Context: an optimization exercise on an open-source flow, tuned for small area, a short achievable clock period and few clock cycles per item. The choices shown serve that exercise and are no tape-out recipe.
In this exercise RTL edits were held to simulation tests only and were not proved equivalent to the original.

==> flow/design.v (outline; a module is shown in full before it is edited, if it fits) <==
// module mont_redc_ws: 1026 lines
module mont_redc_ws #(
    parameter int P_WIDTH  = 64,
    parameter int W_WIDTH  = 32,
    parameter int PD_WIDTH = 2 * P_WIDTH,
    parameter int NUM_W    = P_WIDTH / W_WIDTH
) (
    input  logic                clk,
    input  logic                rst_n,
    input  logic                in_valid,
    output logic                in_ready,
    input  logic [PD_WIDTH-1:0] Mul_in,
    input  logic [P_WIDTH-1:0]  N_in,
    input  logic [W_WIDTH-1:0]  Nprime_in,
    output logic                out_valid,
    input  logic                out_ready,
    output logic [P_WIDTH-1:0]  res_out,
    output logic [P_WIDTH:0]    res_raw_out
);
  // ...
==> flow/flow/run.sh <==
#!/bin/bash
# The standard layout (standard.sh: ORFS synth .. finish) with two changes:
#  - port buffers use the smallest buffer cell (every port still gets its own buffer)
#  - the setup repair over-fixes: repair_timing aims at 9 ns of setup slack instead of 0
export BUFFER_PORTS_ARGS="-buffer_cell sky130_fd_sc_hd__buf_1"
export SETUP_SLACK_MARGIN=9
bash standard.sh > standard.log 2>&1
==> flow/standard.sh <==
#!/bin/bash
# synth_recipe.tcl (not shown) runs the flow's synth.tcl, then flattens the netlist and writes it again
# the make line also repeats each setting of config.mk as NAME=value (left out here)
make -C /OpenROAD-flow-scripts/flow DESIGN_CONFIG=/design/flow/config.mk WORK_HOME=/design/flow/orfs CLKGATE_MAP_FILE= SYNTH_SCRIPT=/design/flow/synth_recipe.tcl "${@:-finish}"
==> flow/config.mk <==
export PLATFORM = sky130hd
export DESIGN_NAME = mont_redc_ws
export DESIGN_NICKNAME = mont_redc_ws
export VERILOG_FILES = /design/flow/design.v
export SDC_FILE = /design/flow/constraint.sdc
export NUM_CORES = 4
export LEC_CHECK = 0
export CAP_MARGIN = 20
export CORE_MARGIN = 2
export CORE_UTILIZATION = 40
export SLEW_MARGIN = 60
==> flow/constraint.sdc <==
create_clock -name core_clock -period 16.0 [get_ports {clk}]
set_input_delay 3.2000 -clock core_clock [delete_from_list [all_inputs] [get_ports {clk}]]
set_output_delay 3.2000 -clock core_clock [all_outputs]
set_load 0.01 [all_outputs]
==> metrics.cfg, run 1 <==
[detailed_routing]
drc = 0
vias = 24600
met2_length_mm = 46.5
wl_per_cell_um = 22.8
routed_via_density = 5.56

[synth]
ys_seq_elements = 267
async_reset_ff_share_pct = 0
synth-compound-area-share_pct = 15.8
syn_avg_cell_area_sq_um = 9.68
synth_fa_ha_area_share_pct = 26.8

[layout]
diodes = 0
post-route-util_pct = 44.6
area_growth_pct = 10.5
buf_share_pct = 4.82
fin_cells = 4419

[clock_tree]
cts.clk_slew.worst_paths_ns = 0.07
clockBufferDepth = 3
clkLatencyLatePin_ns = 0.61
cts.hold.buffers_added = 0

[global_routing]
met3_usage_pct = 4.06
grt_busiest_layer = met2

[die]
start_util_pct = 40.4
io-pin-count = 359
die_y_um = 281

[run_status]
outcome = timing/DRC/antenna clean

[sta]
holdWs_ns = 0.525
fin_skew_ns = 0.0138
tns_ns = 0

[placement]
port_buffers = 334
gp_congestion = 0.927

[worst_setup_path]
critPathArrivalTime_ns = 7.13
cp-endpoint = sel_r
reg2reg_slack_ns = 9.20
startpoint_type = flop

Testbench counts, summed over its fixed seeds: cycles 48,016, items 4,800.
==> run 2: changes to the inputs <==
==> flow/run.sh (new file) <==
#!/bin/bash
# synth_recipe.tcl (not shown) runs the flow's synth.tcl, then flattens the netlist and writes it again
# the make line also repeats each setting of config.mk as NAME=value (left out here)
make -C /OpenROAD-flow-scripts/flow DESIGN_CONFIG=/design/flow/config.mk WORK_HOME=/design/flow/orfs CLKGATE_MAP_FILE= SYNTH_SCRIPT=/design/flow/synth_recipe.tcl finish
removed: flow/flow/run.sh
removed: flow/standard.sh
==> metrics.cfg, run 2 <==
[clock_tree]
cts_root_buf = clkbuf_16  ; unchanged
numClockSinks = 267  ; unchanged
clkLatencyLatePin_ns = 0.58  ; was 0.61 ns
numCtsBuffers = 34  ; was 31
clockBufferDepth = 3  ; unchanged
cts_resized = 0  ; unchanged
post_cts_buffers = 0  ; unchanged
cts.clk_slew.worst_paths_ns = 0.07  ; about the same
cts.hold.buffers_added = 0  ; unchanged
htreeDepth = 2  ; was 1
tritoncts = yes  ; unchanged

[layout]
layout-drive-gt1-share_pct = 11.0  ; was 10.8%
final_cell_mix = inv_1, clkdlybuf4s50_1, fa_1  ; was inv_1, buf_1, fa_1
nets = 4059  ; was 4054
regMostFlops = w  ; unchanged
largest_register_ffs = 66  ; unchanged
layout_commonest_cell = inv_1  ; unchanged
fill_cells = 7175  ; was 7367
top_regs = w x66, r x65, n_q x64  ; unchanged
area_growth_pct = 17.6  ; was 10.5%

[die]
fp.dieW_um = 281  ; unchanged
die_y_um = 281  ; unchanged
io-pin-count = 359  ; unchanged
start_util_pct = 40.4  ; unchanged
rows = 101  ; unchanged
die_area_sq_um = 78900  ; unchanged
coreArea_sq_um = 75900  ; unchanged

[detailed_routing]
drtIter0Drc = 2142  ; was 2152
drc = 0  ; unchanged
drt_wl_total_mm = 102  ; was 101 mm
drtAntennaViolNets = 0  ; unchanged
drt_pass1_iterations = 6  ; unchanged
vias = 24300  ; was 24600
wl_per_cell_um = 23.0  ; was 22.8 um
routed_via_density = 5.48  ; was 5.56

[synth]
syn_area_sq_um = 30700  ; unchanged
yosysSeqAreaShare_pct = 22.0  ; unchanged
ys_seq_elements = 267  ; unchanged
synth.most_common_cell = inv_1  ; unchanged
async_reset_ff_share_pct = 0  ; unchanged
ys_types = 90  ; unchanged
syn_nets = 3857  ; unchanged
syn_avg_cell_area_sq_um = 9.68  ; unchanged
synth-main-ff-cell = edfxtp_1  ; unchanged
synth_largest_area_cell = fa_1  ; unchanged
yosys_warnings = 3  ; unchanged
synthTopCellsByArea = fa_1, edfxtp_1, xnor2_1, dfxtp_1, mux2_2  ; unchanged
synth_top_area_share_pct = 21.3  ; unchanged
synth_common_cells = inv_1, fa_1, xnor2_1  ; unchanged
synth_edf_count = 141  ; unchanged
synth_cells = 3167  ; unchanged

[sta]
post-route-min-period_ns = 6.72  ; was 6.80 ns
worst_pin_slew_ns = 0.591  ; was 0.605 ns
finalCritPeriodShare_pct = 42.0  ; was 42.5%
slew_headroom_pct = 60.3  ; was 59.4%
tns_ns = 0  ; unchanged
fin_skew_ns = 0.0367  ; was 0.0138 ns
fmax_ghz = 0.149  ; was 0.147 GHz
worst_slack_ns = 9.28  ; was 9.20 ns
rsz0062_at_grt = no  ; unchanged
hold_violations = 0  ; unchanged
drv_slew = 0  ; unchanged
setup_violations = 0  ; unchanged

[global_routing]
grt_antenna_before_repair = 3  ; was 0
track_usage_pct = 25.8  ; was 25.2%
grt_pass1_vias = 24300  ; about the same
gr-total-overflow = 0  ; unchanged
grt_max_degree = 57  ; was 64
grt_pass1_wl_mm = 153  ; was 151 mm

[run]
cap_violations = 0  ; unchanged

[worst_setup_path]
worstReg2RegEnd = sel_r  ; unchanged
cp-endpoint = sel_r  ; unchanged
worstPathMaxFanout = 33  ; was 27
startpoint_type = flop  ; unchanged
reg2reg_slack_ns = 9.28  ; was 9.20 ns
worstRegToRegCells = 19  ; unchanged
critPathLaunch = one[0]  ; was one_x[0]
worst_setup_path_end_kind = flop  ; unchanged
crit_type = reg2reg  ; unchanged
rr_startpoint = one[0]  ; was one_x[0]
cp.required_ns = 16.30  ; was 16.33 ns
critPathArrivalTime_ns = 7.02  ; was 7.13 ns

[min_path]
min_path_cells = 3  ; unchanged
hold_path.class = reg2reg  ; unchanged

[placement]
port_buffers = 334  ; unchanged
hpwl_mm = 78.1  ; was 77.7 mm
gp_congestion = 0.912  ; was 0.927
pre_cts_ws_ns = 9.38  ; was 9.30 ns

[run_status]
outcome = timing/DRC/antenna clean  ; unchanged

[run 2: cell counts after synthesis]
Identical to the previous run, type by type.
[run 2: through the flow]
step	area (sq um)	hold slack [ns]	cells	utilization, %
after floorplan	30700	0.453	3167	-
after global placement	34600	0.501	4356	45.6
after detailed placement	34900	0.497	4361	45.9
after CTS	36000	0.516	4423	47.4
after global routing	36100	0.535	4425	47.5
final	36100	0.518	4427	47.5
[run 2: layout make-up]
class                           count  area [sq um]  area share (%)
Multi-Input combinational cell   2152         21100            58.4
Sequential cell                   267          6800            18.9
Timing Repair Buffer              376          3770            10.5
Inverter                          538          2020            5.60
Tap cell                         1030          1290            3.57
Clock buffer                       43           988            2.74
Clock inverter                     19           134           0.371
Antenna cell                        2          5.00          0.0139
[run 2: kinds of logic after synthesis]
group                      count (synthesis)  share of synthesized area [%]
AOI/OAI and AO/OA                        699                           15.8
and+or+nand+nor                          350                           5.57
buffers and inverters                    748                           9.67
adders and majority gates                462                           26.8
DFF                                      267                           22.0
muxes                                    207                           7.58
xor gates and xnor gates                 434                           12.4
[run 2: per-layer routing]
| layer | up-vias | global-route usage, % | wire [um] |
|---|---|---|---|
| met5 | - | 0 | 12 |
| met4 | 2 | 9.31 | 3710 |
| met3 | 161 | 4.73 | 8300 |
| met2 | 1012 | 40.4 | 46600 |
| met1 | 12000 | 35.6 | 43400 |
| li1 | 11000 | - | - |
[run 2: how the worst min path moves through the flow]
stage	from	to	slack, ns
after floorplan	qtop	m63	0.45
after global placement	pv	st_load	0.50
after detailed placement	pv	st_load	0.50
after CTS	pv	st_load	0.52
after global routing	in_ready	pv	0.53
final	pv	st_load	0.52
[run 2: critical path, cell delays in order, from the launching register on]
cell,delay [ns]
dfxtp_1,0.31
buf_4,0.43
a22oi_1,0.19
xnor2_1,0.17
fa_1,0.50
inv_1,0.08
fa_1,0.51
fa_1,0.54
inv_1,0.04
ha_1,0.39
and4_1,0.27
and4_1,0.22
o211ai_2,0.17
a2111oi_4,0.45
o2111ai_2,0.35
a2111oi_4,0.66
nor2_1,0.18
o31a_1,0.37
xnor2_1,0.47
mux2i_1,0.14
==> run 3: changes to the inputs <==
==> flow/flow/run.sh (new file) <==
#!/bin/bash
# The standard layout (standard.sh: ORFS synth .. finish), except that the port
# buffers use the smallest plain buffer cell (every port still gets its own buffer).
export BUFFER_PORTS_ARGS="-buffer_cell sky130_fd_sc_hd__buf_1"
bash standard.sh > standard.log 2>&1
==> flow/standard.sh (new file) <==
#!/bin/bash
# synth_recipe.tcl (not shown) runs the flow's synth.tcl, then flattens the netlist and writes it again
# the make line also repeats each setting of config.mk as NAME=value (left out here)
make -C /OpenROAD-flow-scripts/flow DESIGN_CONFIG=/design/flow/config.mk WORK_HOME=/design/flow/orfs CLKGATE_MAP_FILE= SYNTH_SCRIPT=/design/flow/synth_recipe.tcl "${@:-finish}"
--- a/flow/config.mk
+++ b/flow/config.mk
@@ -8,4 +8,5 @@
 export CAP_MARGIN = 20
 export CORE_MARGIN = 2
 export CORE_UTILIZATION = 40
+export CTS_BUF_LIST = sky130_fd_sc_hd__clkbuf_8
 export SLEW_MARGIN = 60
removed: flow/run.sh
==> metrics.cfg, run 3 <==
[sta]
slew_headroom_pct = 59.3  ; was 60.3%
post-route-min-period_ns = 6.59  ; was 6.72 ns
fmax_ghz = 0.152  ; was 0.149 GHz
tns_ns = 0  ; unchanged
finalCritPeriodShare_pct = 41.2  ; was 42.0%
fin_skew_ns = 0.0843  ; was 0.0367 ns
setup_violations = 0  ; unchanged
worst_pin_slew_ns = 0.604  ; was 0.591 ns
rsz0062_at_grt = no  ; unchanged
drv_slew = 0  ; unchanged
worst_slack_ns = 9.41  ; was 9.28 ns
hold_violations = 0  ; unchanged

[synth]
synth.most_common_cell = inv_1  ; unchanged
syn_area_sq_um = 30700  ; unchanged
synth_edf_count = 141  ; unchanged
yosys_warnings = 3  ; unchanged
ys_types = 90  ; unchanged
synth_top_area_share_pct = 21.3  ; unchanged
synth_largest_area_cell = fa_1  ; unchanged
synthTopCellsByArea = fa_1, edfxtp_1, xnor2_1, dfxtp_1, mux2_2  ; unchanged
synth-main-ff-cell = edfxtp_1  ; unchanged
syn_nets = 3857  ; unchanged
async_reset_ff_share_pct = 0  ; unchanged
syn_avg_cell_area_sq_um = 9.68  ; unchanged
ys_seq_elements = 267  ; unchanged
synth_cells = 3167  ; unchanged
yosysSeqAreaShare_pct = 22.0  ; unchanged
synth_common_cells = inv_1, fa_1, xnor2_1  ; unchanged

[layout]
nets = 4073  ; was 4059
largest_register_ffs = 66  ; unchanged
layout-drive-gt1-share_pct = 11.4  ; was 11.0%
regMostFlops = w  ; unchanged
layout_commonest_cell = inv_1  ; unchanged
area_growth_pct = 10.7  ; was 17.6%
top_regs = w x66, r x65, n_q x64  ; unchanged
final_cell_mix = inv_1, buf_1, fa_1  ; was inv_1, clkdlybuf4s50_1, fa_1

[clock_tree]
clockBufferDepth = 3  ; unchanged
cts.hold.buffers_added = 0  ; unchanged
cts_resized = 0  ; unchanged
numClockSinks = 267  ; unchanged
numCtsBuffers = 50  ; was 34
clkLatencyLatePin_ns = 0.70  ; was 0.58 ns
cts_root_buf = clkbuf_8  ; was clkbuf_16
cts.clk_slew.worst_paths_ns = 0.07  ; about the same
post_cts_buffers = 0  ; unchanged
tritoncts = yes  ; unchanged
htreeDepth = 2  ; unchanged

[placement]
pre_cts_ws_ns = 9.43  ; was 9.38 ns
hpwl_mm = 76.6  ; was 78.1 mm
gp_congestion = 0.925  ; was 0.912
port_buffers = 334  ; unchanged

[global_routing]
grt_pass1_vias = 24600  ; was 24300
gr-total-overflow = 0  ; unchanged
grt_antenna_before_repair = 3  ; unchanged
track_usage_pct = 25.5  ; was 25.8%
grt_max_degree = 65  ; was 57
grt_pass1_wl_mm = 153  ; about the same

[min_path]
min_path_cells = 0  ; was 3
hold_path.class = reg2reg  ; unchanged

[detailed_routing]
vias = 24600  ; was 24300
wl_per_cell_um = 22.7  ; was 23.0 um
drtIter0Drc = 2079  ; was 2142
drc = 0  ; unchanged
drtAntennaViolNets = 0  ; unchanged
drt_pass1_iterations = 6  ; unchanged
routed_via_density = 5.52  ; was 5.48
drt_wl_total_mm = 101  ; was 102 mm

[die]
fp.dieW_um = 281  ; unchanged
start_util_pct = 40.4  ; unchanged
die_y_um = 281  ; unchanged
io-pin-count = 359  ; unchanged
rows = 101  ; unchanged
coreArea_sq_um = 75900  ; unchanged
die_area_sq_um = 78900  ; unchanged

[worst_setup_path]
crit_type = reg2reg  ; unchanged
startpoint_type = flop  ; unchanged
worstPathMaxFanout = 33  ; unchanged
worstRegToRegCells = 19  ; unchanged
critPathArrivalTime_ns = 7.01  ; was 7.02 ns
worst_setup_path_end_kind = flop  ; unchanged
cp.required_ns = 16.42  ; was 16.30 ns

[run]
cap_violations = 0  ; unchanged

[run_status]
outcome = timing/DRC/antenna clean  ; unchanged

## run 3: cell types whose count changed in the layout (fill, tap and decap cells not counted), sizes merged
cell	delta
bufinv	+6
diode	-1
clkinv	+1
clkinvlp	+1
buf	+333
clkdlybuf4s50	-334
clkbuf	+13
inv	+8
## run 3: final timing paths
| path | start | to | slack [ns] |
|---|---|---|---|
| max reg2reg | one[0] | w[63] | 9.41 |
| max | one[0] | w[63] | 9.41 |
| min reg2reg | qtop | m63 | 0.51 |
| min | qtop | m63 | 0.51 |
## run 3: area by class of cell
class | instances | area [sq um]
sequential | 267 | 6800
multi-input combinational | 2152 | 21100
tap | 1030 | 1290
clock buffer | 57 | 785
inverter | 538 | 2020
antenna | 1 | 2.50
fill | 7508 | 42000
timing repair buffer | 374 | 1650
clock inverter | 35 | 329
## run 3: cell families (layout without fill, tap and decap cells)
kind of cell | Yosys count | count (layout) | synth area share (%)
other cells | 0 | 1 | 0
fa+ha+maj | 462 | 462 | 26.8
buf+inv | 748 | 1004 | 9.67
simple gates | 350 | 350 | 5.57
flops | 267 | 267 | 22.0
compound gates | 699 | 699 | 15.8
xor+xnor | 434 | 434 | 12.4
mux | 207 | 207 | 7.58
## run 3: routing by layer
layer | wire, um | GRT usage [%] | vias up
met2 | 46800 | 40.5 | 1042
met3 | 7180 | 3.99 | 163
met5 | 0 | 0 | -
met1 | 44100 | 35.7 | 12300
li1 | - | - | 11100
met4 | 2960 | 7.79 | 0
## run 3: through the flow
stage	hold WS (ns)	util, %	cell area [sq um]	cells
2_1_floorplan	0.453	-	30700	3167
3_3_place_gp	0.500	42.9	32600	4357
3_5_place_dp	0.496	43.1	32700	4359
4_1_cts	0.480	44.6	33900	4451
5_1_grt	0.511	44.7	33900	4454
6_report	0.507	44.7	33900	4454
## run 3: worst max-delay path, cell delays in order, from the launching register on
cell and delay, ns:
dfxtp_1 0.31, buf_4 0.44, a22oi_1 0.21, xnor2_1 0.18, fa_1 0.49, inv_1 0.06
fa_1 0.53, fa_1 0.55, inv_1 0.04, ha_1 0.39, and4_1 0.27, and4_1 0.22
o211ai_2 0.16, a2111oi_4 0.44, o2111ai_2 0.34, a2111oi_4 0.62, o21ai_2 0.19, a2111oi_4 0.53
mux2i_1 0.24, o311ai_1 0.11
==> run 4: changes to the inputs <==
--- a/flow/config.mk
+++ b/flow/config.mk
@@ -8,5 +8,4 @@
 export CAP_MARGIN = 20
 export CORE_MARGIN = 2
 export CORE_UTILIZATION = 40
-export CTS_BUF_LIST = sky130_fd_sc_hd__clkbuf_8
 export SLEW_MARGIN = 60
==> metrics.cfg, run 4 <==
[sta]
worst_pin_slew_ns = 0.616  ; was 0.604 ns
holdWs_ns = 0.511  ; was 0.507 ns
tns_ns = 0  ; unchanged
finalCritPeriodShare_pct = 41.6  ; was 41.2%
fmax_ghz = 0.150  ; was 0.152 GHz
slew_headroom_pct = 58.6  ; was 59.3%
setup_violations = 0  ; unchanged
post-route-min-period_ns = 6.66  ; was 6.59 ns
hold_violations = 0  ; unchanged
drv_slew = 0  ; unchanged
rsz0062_at_grt = no  ; unchanged
fin_skew_ns = 0.0324  ; was 0.0843 ns

[synth]
yosysSeqAreaShare_pct = 22.0  ; unchanged
synth_cells = 3167  ; unchanged
synth-main-ff-cell = edfxtp_1  ; unchanged
ys_seq_elements = 267  ; unchanged
syn_nets = 3857  ; unchanged
async_reset_ff_share_pct = 0  ; unchanged
synthTopCellsByArea = fa_1, edfxtp_1, xnor2_1, dfxtp_1, mux2_2  ; unchanged
synth.most_common_cell = inv_1  ; unchanged
syn_avg_cell_area_sq_um = 9.68  ; unchanged
synth_top_area_share_pct = 21.3  ; unchanged
synth_common_cells = inv_1, fa_1, xnor2_1  ; unchanged
ys_types = 90  ; unchanged
synth_largest_area_cell = fa_1  ; unchanged
synth_edf_count = 141  ; unchanged
yosys_warnings = 3  ; unchanged
syn_area_sq_um = 30700  ; unchanged

[die]
die_area_sq_um = 78900  ; unchanged
io-pin-count = 359  ; unchanged
die_y_um = 281  ; unchanged
fp.dieW_um = 281  ; unchanged
coreArea_sq_um = 75900  ; unchanged
start_util_pct = 40.4  ; unchanged
rows = 101  ; unchanged

[clock_tree]
cts_resized = 0  ; unchanged
numCtsBuffers = 34  ; was 50
cts.hold.buffers_added = 0  ; unchanged
post_cts_buffers = 0  ; unchanged
clockBufferDepth = 3  ; unchanged
htreeDepth = 2  ; unchanged
clkLatencyLatePin_ns = 0.58  ; was 0.70 ns
cts_root_buf = clkbuf_16  ; was clkbuf_8
tritoncts = yes  ; unchanged
numClockSinks = 267  ; unchanged
cts.clk_slew.worst_paths_ns = 0.06  ; was 0.07 ns

[global_routing]
grt_pass1_vias = 24500  ; was 24600
gr-total-overflow = 0  ; unchanged
track_usage_pct = 25.6  ; was 25.5%
grt_pass1_wl_mm = 153  ; about the same
grt_antenna_before_repair = 2  ; was 3
grt_max_degree = 65  ; unchanged

[detailed_routing]
drtAntennaViolNets = 0  ; unchanged
drt_wl_total_mm = 101  ; about the same
vias = 24500  ; was 24600
routed_via_density = 5.54  ; was 5.52
drc = 0  ; unchanged
drtIter0Drc = 2000  ; was 2079
drt_pass1_iterations = 6  ; unchanged
wl_per_cell_um = 22.9  ; was 22.7 um

[worst_setup_path]
worstReg2RegEnd = sel_r  ; was w[63]
reg2reg_slack_ns = 9.34  ; was 9.41 ns
rr_startpoint = one[0]  ; unchanged
worstRegToRegCells = 19  ; unchanged
startpoint_type = flop  ; unchanged
cp.required_ns = 16.31  ; was 16.42 ns
worstPathMaxFanout = 33  ; unchanged
critPathArrivalTime_ns = 6.97  ; was 7.01 ns
worst_setup_path_end_kind = flop  ; unchanged
crit_type = reg2reg  ; unchanged

[min_path]
min_path_cells = 3  ; was 0
hold_path.class = reg2reg  ; unchanged
min_from = pv  ; was qtop
worstHoldEndpoint = st_load  ; was m63

[placement]
gp_congestion = 0.925  ; unchanged
hpwl_mm = 76.6  ; unchanged
port_buffers = 334  ; unchanged
dpl_cell_area_sq_um = 32700  ; unchanged

[layout]
area_growth_pct = 10.8  ; was 10.7%
regMostFlops = w  ; unchanged
fill_cells = 7478  ; was 7508
top_regs = w x66, r x65, n_q x64  ; unchanged
diodes = 0  ; was 1
layout-drive-gt1-share_pct = 10.9  ; was 11.4%
layout_commonest_cell = inv_1  ; unchanged
nets = 4057  ; was 4073
largest_register_ffs = 66  ; unchanged
design_area_sq_um = 34000  ; was 33900 sq um
final_cell_mix = inv_1, buf_1, fa_1  ; unchanged

[run]
cap_violations = 0  ; unchanged

[run_status]
outcome = timing/DRC/antenna clean  ; unchanged

==> run 4: cell counts after synthesis <==
No cell type changed its count.
==> run 4: cell families (layout without fill, tap and decap cells) <==
family,count (synthesis),count (layout),share of synthesized area (%)
flip-flops,267,267,22.0
AND/OR/NAND/NOR,350,350,5.57
adder cells (fa/ha/maj),462,462,26.8
multiplexers,207,207,7.58
buffers and inverters,748,973,9.67
AO/OA/AOI/OAI,699,699,15.8
XOR/XNOR,434,434,12.4
==> run 4: worst max path at each step <==
stage	startpoint	to	slack, ns	cells past startpoint
2_1_floorplan	out_ready	r[0]	8.92	3
3_3_place_gp	one[3]	w[56]	9.14	18
3_5_place_dp	one[0]	sel_r	9.43	19
4_1_cts	one[0]	sel_r	9.38	19
5_1_grt	la_on	two_x[3]	8.99	23
6_report	one[0]	sel_r	9.34	19
==> run 4: per-stage QoR <==
step                      util, %  setup WS [ns]  cells
after global routing         44.7           8.99   4422
after detailed placement     43.1           9.43   4359
after CTS                    44.6           9.38   4420
final                        44.7           9.34   4422
after floorplan                 -           8.92   3167
after global placement       42.9           9.14   4357
==> run 4: critical path, stage by stage (launching register included) <==
cell and delay, ns:
dfxtp_1 0.31, buf_4 0.44, a22oi_1 0.22, xnor2_1 0.18, fa_1 0.49, inv_1 0.06
fa_1 0.53, fa_1 0.55, inv_1 0.04, ha_1 0.39, and4_1 0.27, and4_1 0.22
o211ai_2 0.16, a2111oi_4 0.44, o2111ai_2 0.35, a2111oi_4 0.62, nor2_1 0.17, o31a_1 0.36
xnor2_1 0.40, mux2i_1 0.13
==> run 4: cell type report <==
type	count	area [sq um]	area share [%]
inverter	538	2020	5.94
multi-input combinational	2152	21100	62.0
clock inverter	17	191	0.564
sequential	267	6800	20.0
tap	1030	1290	3.79
clock buffer	44	948	2.79
timing repair buffer	374	1650	4.86
==> run 4: metal layers <==
| layer | track usage, % | vias up | wire length (um) |
|---|---|---|---|
| met3 | 4.25 | 145 | 7330 |
| met2 | 40.5 | 996 | 46800 |
| li1 | - | 11000 | - |
| met4 | 7.56 | 0 | 2960 |
| met1 | 35.8 | 12300 | 44100 |
| met5 | 0 | - | 0 |

## afterwards: timing with drivers on the ports
The flow's constraints put no driver on any port. The routed layouts listed below were extracted and timed again, unchanged, in two steps.
Step 1 (the two cells are an assumption about what drives the block):
set clk [get_ports {clk}]
set_driving_cell -lib_cell sky130_fd_sc_hd__clkbuf_16 $clk
set_driving_cell -lib_cell sky130_fd_sc_hd__buf_2 [delete_from_list [all_inputs] $clk]
Step 2 adds t to the input delays and takes it off the output delays; t is the mean of the earliest and latest rising clock arrival at the registers after step 1. Input paths then give back, and output paths get back, about the clock's delay inside the block.
Slacks: ideal ports / drivers / drivers and shift; pairs: ideal ports / drivers.
run	shift t [ns]	setup WS [ns]	hold WS [ns]	latest minus earliest clock arrival (ns)	worst slew at a driven data input, ns
run 1	0.675	9.198 / 9.198 / 9.198	0.525 / 0.525 / 0.525	0.015 / 0.014	0.10
run 2	0.625	9.284 / 9.284 / 9.284	0.518 / 0.518 / 0.518	0.040 / 0.040	0.08
run 3	0.730	9.411 / 9.411 / 9.411	0.507 / 0.507 / 0.507	0.085 / 0.085	0.13
run 4	0.635	9.338 / 9.338 / 9.338	0.511 / 0.511 / 0.511	0.033 / 0.033	0.10
After both steps every run listed still meets setup and hold.
